Context: an optimization exercise on an open-source flow, tuned for small area, a short achievable clock period and few clock cycles per item. The choices shown serve that exercise and are no tape-out recipe.
Only simulation tests tie the RTL to the original design; equivalence was not proved.
Power is estimated from default activity; no workload was simulated.

==> flow/design.v (excerpt) <==
module smpq_top (
	input  logic        clk,
	input  logic        arst_n,
	input  logic        start,
	input  logic [1:0]  cmd_op,
	input  logic [31:0] cmd_value,
	output logic        busy,
	output logic        done,
	output logic [31:0] rsp_head,
	output logic [1:0]  rsp_status,
	output logic        rsp_empty,
	output logic [4:0]  rsp_count
);
Size: ~4200 cells after synthesis, ~720 flip-flops, ~79 I/O pins, roughly 0.036 mm^2 of cells after synthesis.
make LEC_CHECK=0 CAP_MARGIN=20 CORE_MARGIN=2 CORE_UTILIZATION=45 CTS_CLUSTER_DIAMETER=80 CTS_CLUSTER_SIZE=20 PLACE_DENSITY=0.6 SETUP_SLACK_MARGIN=2.75 SLEW_MARGIN=20 finish   # period 5.0 ns
run.sh (not shown) runs the stock make flow with config.mk's settings and CLKGATE_MAP_FILE= SYNTH_SCRIPT=/design/flow/synth_recipe.tcl, a recipe that flattens the netlist after the stock synthesis.
Testbench counts at the start, summed over its fixed seeds: cycles 8,016, items 8,000.
Next try:
- CTS_CLUSTER_DIAMETER: 80 -> 100
- CTS_CLUSTER_SIZE: 20 -> 24
- SETUP_SLACK_MARGIN: 2.75 -> 2.8
Effect:
- setup slack is better by 0.072 ns
- utilization is lower by 0.16 points
- clock-buffer cell count is lower by 10
Next try:
- SETUP_SLACK_MARGIN: 2.8 -> 2.7
Effect: Register-to-register slack gets worse by 0.04 ns; total power came out lower slightly; flip-flop and latch count stays the same; synthesized cell count does not change; worst setup slack gets worse by 0.036 ns; die area stays the same; wire length came out lower slightly; cell area came out lower slightly; clock skew stays flat; maximum frequency came out lower slightly; final cell count is about the same.

* * *

The RTL this note starts from:
==> flow/design.v <==
package smpq_pkg;
	localparam int DEF_QUEUE_DEPTH = 16;
	localparam int VALUE_W         = 32;
	localparam int OCC_W           = 5;
	localparam logic [1:0] OP_INSERT = 2'd0;
	localparam logic [1:0] OP_REMOVE = 2'd1;
	localparam logic [1:0] OP_PEEK   = 2'd2;
	localparam logic [1:0] ST_OK    = 2'd0;
	localparam logic [1:0] ST_EMPTY = 2'd1;
	localparam logic [1:0] ST_FULL  = 2'd2;
endpackage
module smpq_ctrl #(
	parameter int DEPTH = smpq_pkg::DEF_QUEUE_DEPTH
) (
	input  logic                         clk,
	input  logic                         arst_n,
	input  logic                         start,
	input  logic [1:0]                   op,
	output logic                         busy,
	output logic                         done,
	output logic [DEPTH-1:0]             occ,        
	output logic                         ins_x,      
	output logic                         rem_x,      
	output logic                         rd_c,       
	output logic [1:0]                   status,
	output logic                         is_empty,
	output logic [smpq_pkg::OCC_W-1:0]   count
);
	logic [DEPTH-1:0] occ_q;
	logic             done_c_q, done_x_q;
	logic             ins_c_q, ins_x_q;
	logic             rem_c_q, rem_x_q;
	logic             rd_c_q;
	logic [1:0]       st_c_q, st_x_q;
	logic [smpq_pkg::OCC_W-1:0] cnt_x_q;
	logic             empty_x_q;
	logic [smpq_pkg::OCC_W-1:0] cnt_c;
	logic             full;
	logic             empty;
	assign full  = occ_q[DEPTH-1];
	assign empty = !occ_q[0];
	always_comb begin
		cnt_c = '0;
		for (int k = 0; k < DEPTH; k++) begin
			if (occ_q[k]) cnt_c = smpq_pkg::OCC_W'(k + 1);
		end
	end
	always_ff @(posedge clk or negedge arst_n) begin
		if (!arst_n) begin
			occ_q    <= '0;
			done_c_q <= 1'b0;
			done_x_q <= 1'b0;
			ins_c_q  <= 1'b0;
			ins_x_q  <= 1'b0;
			rem_c_q  <= 1'b0;
			rem_x_q  <= 1'b0;
			rd_c_q   <= 1'b0;
		end else begin
			done_c_q <= start;
			ins_c_q  <= start && (op == smpq_pkg::OP_INSERT) && !full;
			rem_c_q  <= start && (op == smpq_pkg::OP_REMOVE) && !empty;
			rd_c_q   <= start && (op == smpq_pkg::OP_REMOVE || op == smpq_pkg::OP_PEEK) && !empty;
			done_x_q <= done_c_q;
			ins_x_q  <= ins_c_q;
			rem_x_q  <= rem_c_q;
			if (start) begin
				if (op == smpq_pkg::OP_INSERT && !full) begin
					occ_q <= {occ_q[DEPTH-2:0], 1'b1};
				end else if (op == smpq_pkg::OP_REMOVE && !empty) begin
					occ_q <= {1'b0, occ_q[DEPTH-1:1]};
				end
			end
		end
	end
	always_ff @(posedge clk) begin
		st_c_q <= smpq_pkg::ST_OK;
		if (op == smpq_pkg::OP_INSERT && full) begin
			st_c_q <= smpq_pkg::ST_FULL;
		end else if ((op == smpq_pkg::OP_REMOVE || op == smpq_pkg::OP_PEEK) && empty) begin
			st_c_q <= smpq_pkg::ST_EMPTY;
		end
		st_x_q  <= st_c_q;
		cnt_x_q <= cnt_c;
		empty_x_q <= empty;
	end
	assign busy     = 1'b0;
	assign done     = done_x_q;
	assign occ      = occ_q;
	assign ins_x    = ins_x_q;
	assign rem_x    = rem_x_q;
	assign rd_c     = rd_c_q;
	assign status   = st_x_q;
	assign count    = cnt_x_q;
	assign is_empty = empty_x_q;
endmodule
module smpq_lt #(
	parameter int W = smpq_pkg::VALUE_W
) (
	input  logic [W-1:0] a,
	input  logic [W-1:0] b,
	output logic         lt
);
	logic [W-1:0] aa, bb;
	logic [W:0]   bw;
	assign aa = {~a[W-1], a[W-2:0]};
	assign bb = {~b[W-1], b[W-2:0]};
	assign bw[0] = 1'b0;
	genvar k;
	generate
		for (k = 0; k < W; k++) begin : g_bit
			assign bw[k+1] = (~aa[k] & bb[k]) | (~aa[k] & bw[k]) | (bb[k] & bw[k]);
		end
	endgenerate
	assign lt = bw[W];
endmodule
module smpq_datapath #(
	parameter int DEPTH = smpq_pkg::DEF_QUEUE_DEPTH
) (
	input  logic                                clk,
	input  logic [smpq_pkg::VALUE_W-1:0]        value,
	input  logic [DEPTH-1:0]                    occ,
	input  logic                                ins_x,
	input  logic                                rem_x,
	input  logic                                rd_c,
	output logic [smpq_pkg::VALUE_W-1:0]        head
);
	localparam int W = smpq_pkg::VALUE_W;
	logic [W-1:0]     val_c_q;
	logic [W-1:0]     val_x_q;
	logic [W-1:0]     entries_q [DEPTH];
	logic [W-1:0]     entries_d [DEPTH];
	logic [W-1:0]     head_q;     
	logic [DEPTH-1:0] cmp_q;      
	logic             cv_q;       
	logic [DEPTH-1:0] vld_q;      
	logic [DEPTH-1:0] p_hold_q;   
	logic [DEPTH-1:0] p_prev_q;
	logic [DEPTH-1:0] p_val_q;
	logic             rem_p_q;    
	logic [DEPTH-1:0] c;
	logic             cv;
	logic [DEPTH-1:0] lt;
	logic [DEPTH-1:0] s_hold, s_prev, s_val, s_next;
	always_ff @(posedge clk) begin
		val_c_q <= value;
		val_x_q <= val_c_q;
	end
	genvar i;
	generate
		for (i = 0; i < DEPTH; i++) begin : g_cmp
			smpq_lt u_lt (.a(entries_q[i]), .b(val_c_q), .lt(c[i]));
		end
	endgenerate
	smpq_lt u_ltv (.a(val_x_q), .b(val_c_q), .lt(cv));
	always_ff @(posedge clk) begin
		cmp_q <= c;
		cv_q  <= cv;
		vld_q <= {1'b0, occ[DEPTH-1:1]};
	end
	always_ff @(posedge clk) begin
		p_hold_q <= s_hold;
		p_prev_q <= s_prev;
		p_val_q  <= s_val;
		rem_p_q  <= rem_x;
	end
	function automatic logic [4*DEPTH-1:0] moves(input logic ins, input logic rem,
			input logic [DEPTH-1:0] l);
		logic [DEPTH-1:0] h, p, v, n;
		for (int k = 0; k < DEPTH; k++) begin
			v[k] = ins & ~l[k] & ((k == 0) ? 1'b1 : l[(k == 0) ? 0 : k-1]);
			p[k] = ins & ~l[k] & ((k == 0) ? 1'b0 : ~l[(k == 0) ? 0 : k-1]);
			n[k] = (k < DEPTH-1) ? rem : 1'b0;
			h[k] = (ins & l[k]) | (~ins & ((k < DEPTH-1) ? ~rem : 1'b1));
		end
		moves = {h, p, v, n};
	endfunction
	generate
		for (i = 0; i < DEPTH; i++) begin : g_lt
			if (i < DEPTH-1) begin : g_v
				assign lt[i] = vld_q[i] & ((p_hold_q[i] & cmp_q[i]) | (p_val_q[i] & cv_q) |
					(p_prev_q[i] & cmp_q[(i == 0) ? 0 : i-1]) | (rem_p_q & cmp_q[i+1]));
			end else begin : g_nv
				assign lt[i] = 1'b0;
			end
		end
	endgenerate
	assign {s_hold, s_prev, s_val, s_next} = moves(ins_x, rem_x, lt);
	generate
		for (i = 0; i < DEPTH; i++) begin : g_cell
			assign entries_d[i] = ({W{s_hold[i]}} & entries_q[i]) |
			                      ({W{s_val[i]}}  & val_x_q) |
			                      ({W{s_prev[i]}} & entries_q[(i == 0) ? 0 : i-1]) |
			                      ({W{s_next[i]}} & entries_q[(i < DEPTH-1) ? i+1 : i]);
			always_ff @(posedge clk) begin
				entries_q[i] <= entries_d[i];
			end
		end
	endgenerate
	always_ff @(posedge clk) begin
		head_q <= rd_c ? entries_d[0] : '0;
	end
	assign head = head_q;
endmodule
module sorted_min_priority_queue_core #(
	parameter int QUEUE_DEPTH = smpq_pkg::DEF_QUEUE_DEPTH
) (
	input  logic                         clk,
	input  logic                         arst_n,
	input  logic                         start,
	input  logic [1:0]                   op,
	input  logic [smpq_pkg::VALUE_W-1:0] value,
	output logic                         busy,
	output logic                         done,
	output logic [smpq_pkg::VALUE_W-1:0] head,
	output logic [1:0]                   status,
	output logic                         is_empty,
	output logic [smpq_pkg::OCC_W-1:0]   occupancy
);
	logic [QUEUE_DEPTH-1:0] occ;
	logic                   ins_x;
	logic                   rem_x;
	logic                   rd_c;
	smpq_ctrl #(
		.DEPTH (QUEUE_DEPTH)
	) u_ctrl (
		.clk      (clk),
		.arst_n   (arst_n),
		.start    (start),
		.op       (op),
		.busy     (busy),
		.done     (done),
		.occ      (occ),
		.ins_x    (ins_x),
		.rem_x    (rem_x),
		.rd_c     (rd_c),
		.status   (status),
		.is_empty (is_empty),
		.count    (occupancy)
	);
	smpq_datapath #(
		.DEPTH (QUEUE_DEPTH)
	) u_datapath (
		.clk    (clk),
		.value  (value),
		.occ    (occ),
		.ins_x  (ins_x),
		.rem_x  (rem_x),
		.rd_c   (rd_c),
		.head   (head)
	);
endmodule
module smpq_top (
	input  logic        clk,
	input  logic        arst_n,
	input  logic        start,
	input  logic [1:0]  cmd_op,
	input  logic [31:0] cmd_value,
	output logic        busy,
	output logic        done,
	output logic [31:0] rsp_head,
	output logic [1:0]  rsp_status,
	output logic        rsp_empty,
	output logic [4:0]  rsp_count
);
	sorted_min_priority_queue_core #(
		.QUEUE_DEPTH (16)
	) u_core (
		.clk       (clk),
		.arst_n    (arst_n),
		.start     (start),
		.op        (cmd_op),
		.value     (cmd_value),
		.busy      (busy),
		.done      (done),
		.head      (rsp_head),
		.status    (rsp_status),
		.is_empty  (rsp_empty),
		.occupancy (rsp_count)
	);
endmodule
clock: 5.0 ns
lec_check: 0
cap_margin: 20
core_margin: 2
core_utilization: 45
cts_cluster_diameter: 100
cts_cluster_size: 24
place_density: 0.6
setup_slack_margin: 2.6
slew_margin: 20
The starting point ran to the end with no violations.
Testbench counts at the start, summed over its fixed seeds: cycles 8,016, items 8,000.
==> next run, changes <==
--- a/flow/config.mk
+++ b/flow/config.mk
@@ -11,2 +10,0 @@
-export CTS_CLUSTER_DIAMETER = 100
-export CTS_CLUSTER_SIZE = 24
@@ -14 +12 @@
-export SETUP_SLACK_MARGIN = 2.6
+export SETUP_SLACK_MARGIN = 2.7
Result: Critical path depth rose by 1; worst setup slack improved by 0.089 ns; wire length rose by 1.0%.
==> next run, changes <==
--- a/flow/config.mk
+++ b/flow/config.mk
@@ -10,0 +11,2 @@
+export CTS_CLUSTER_DIAMETER = 100
+export CTS_CLUSTER_SIZE = 24
@@ -12 +14 @@
-export SETUP_SLACK_MARGIN = 2.7
+export SETUP_SLACK_MARGIN = 2.9
After rerunning: Maximum frequency rose by a little under a tenth. Cell area fell by a few percent. Cell count fell slightly. Via count fell slightly. Die area is unchanged. Core utilization fell by 1.2 points. Setup slack is better by 0.17 ns.

[afterwards: timing with drivers on the ports]
Ports are ideal in the flow. The routed layouts listed here were re-timed in OpenROAD.
Step 1 sets driving cells, clkbuf_16 on the clock port and buf_2 on the other inputs (assumed; they add their load-dependent delay and slew).
Step 2 adds t to the input delays and takes it off the output delays; t is the mean of the earliest and latest rising clock arrival at the registers after step 1. Input paths then give back, and output paths get back, about the clock's delay inside the block.
Three values: ideal, step 1, step 2; two values: the first two.
run | t (ns) | slack for setup (ns) | worst setup path after step 2 | clock arrival spread, ns | cell pins on the clock port's net
the first run of note 1 | 0.680 | 2.671 / 2.671 / 2.278 | input to register | 0.023 / 0.023 | 1
the second run of note 1 | 0.665 | 2.743 / 2.743 / 2.355 | input to register | 0.037 / 0.037 | 1
the third run of note 1 | 0.663 | 2.708 / 2.665 / 2.290 | input to register | 0.038 / 0.037 | 1
the first run of note 2 | 0.667 | 2.598 / 2.598 / 2.180 | input to register | 0.038 / 0.038 | 1
the second run of note 2 | 0.696 | 2.687 / 2.649 / 2.271 | input to register | 0.031 / 0.030 | 1
the third run of note 2 | 0.675 | 2.859 / 2.791 / 2.464 | input to register | 0.036 / 0.036 | 1
After both steps every run listed still meets setup and hold.
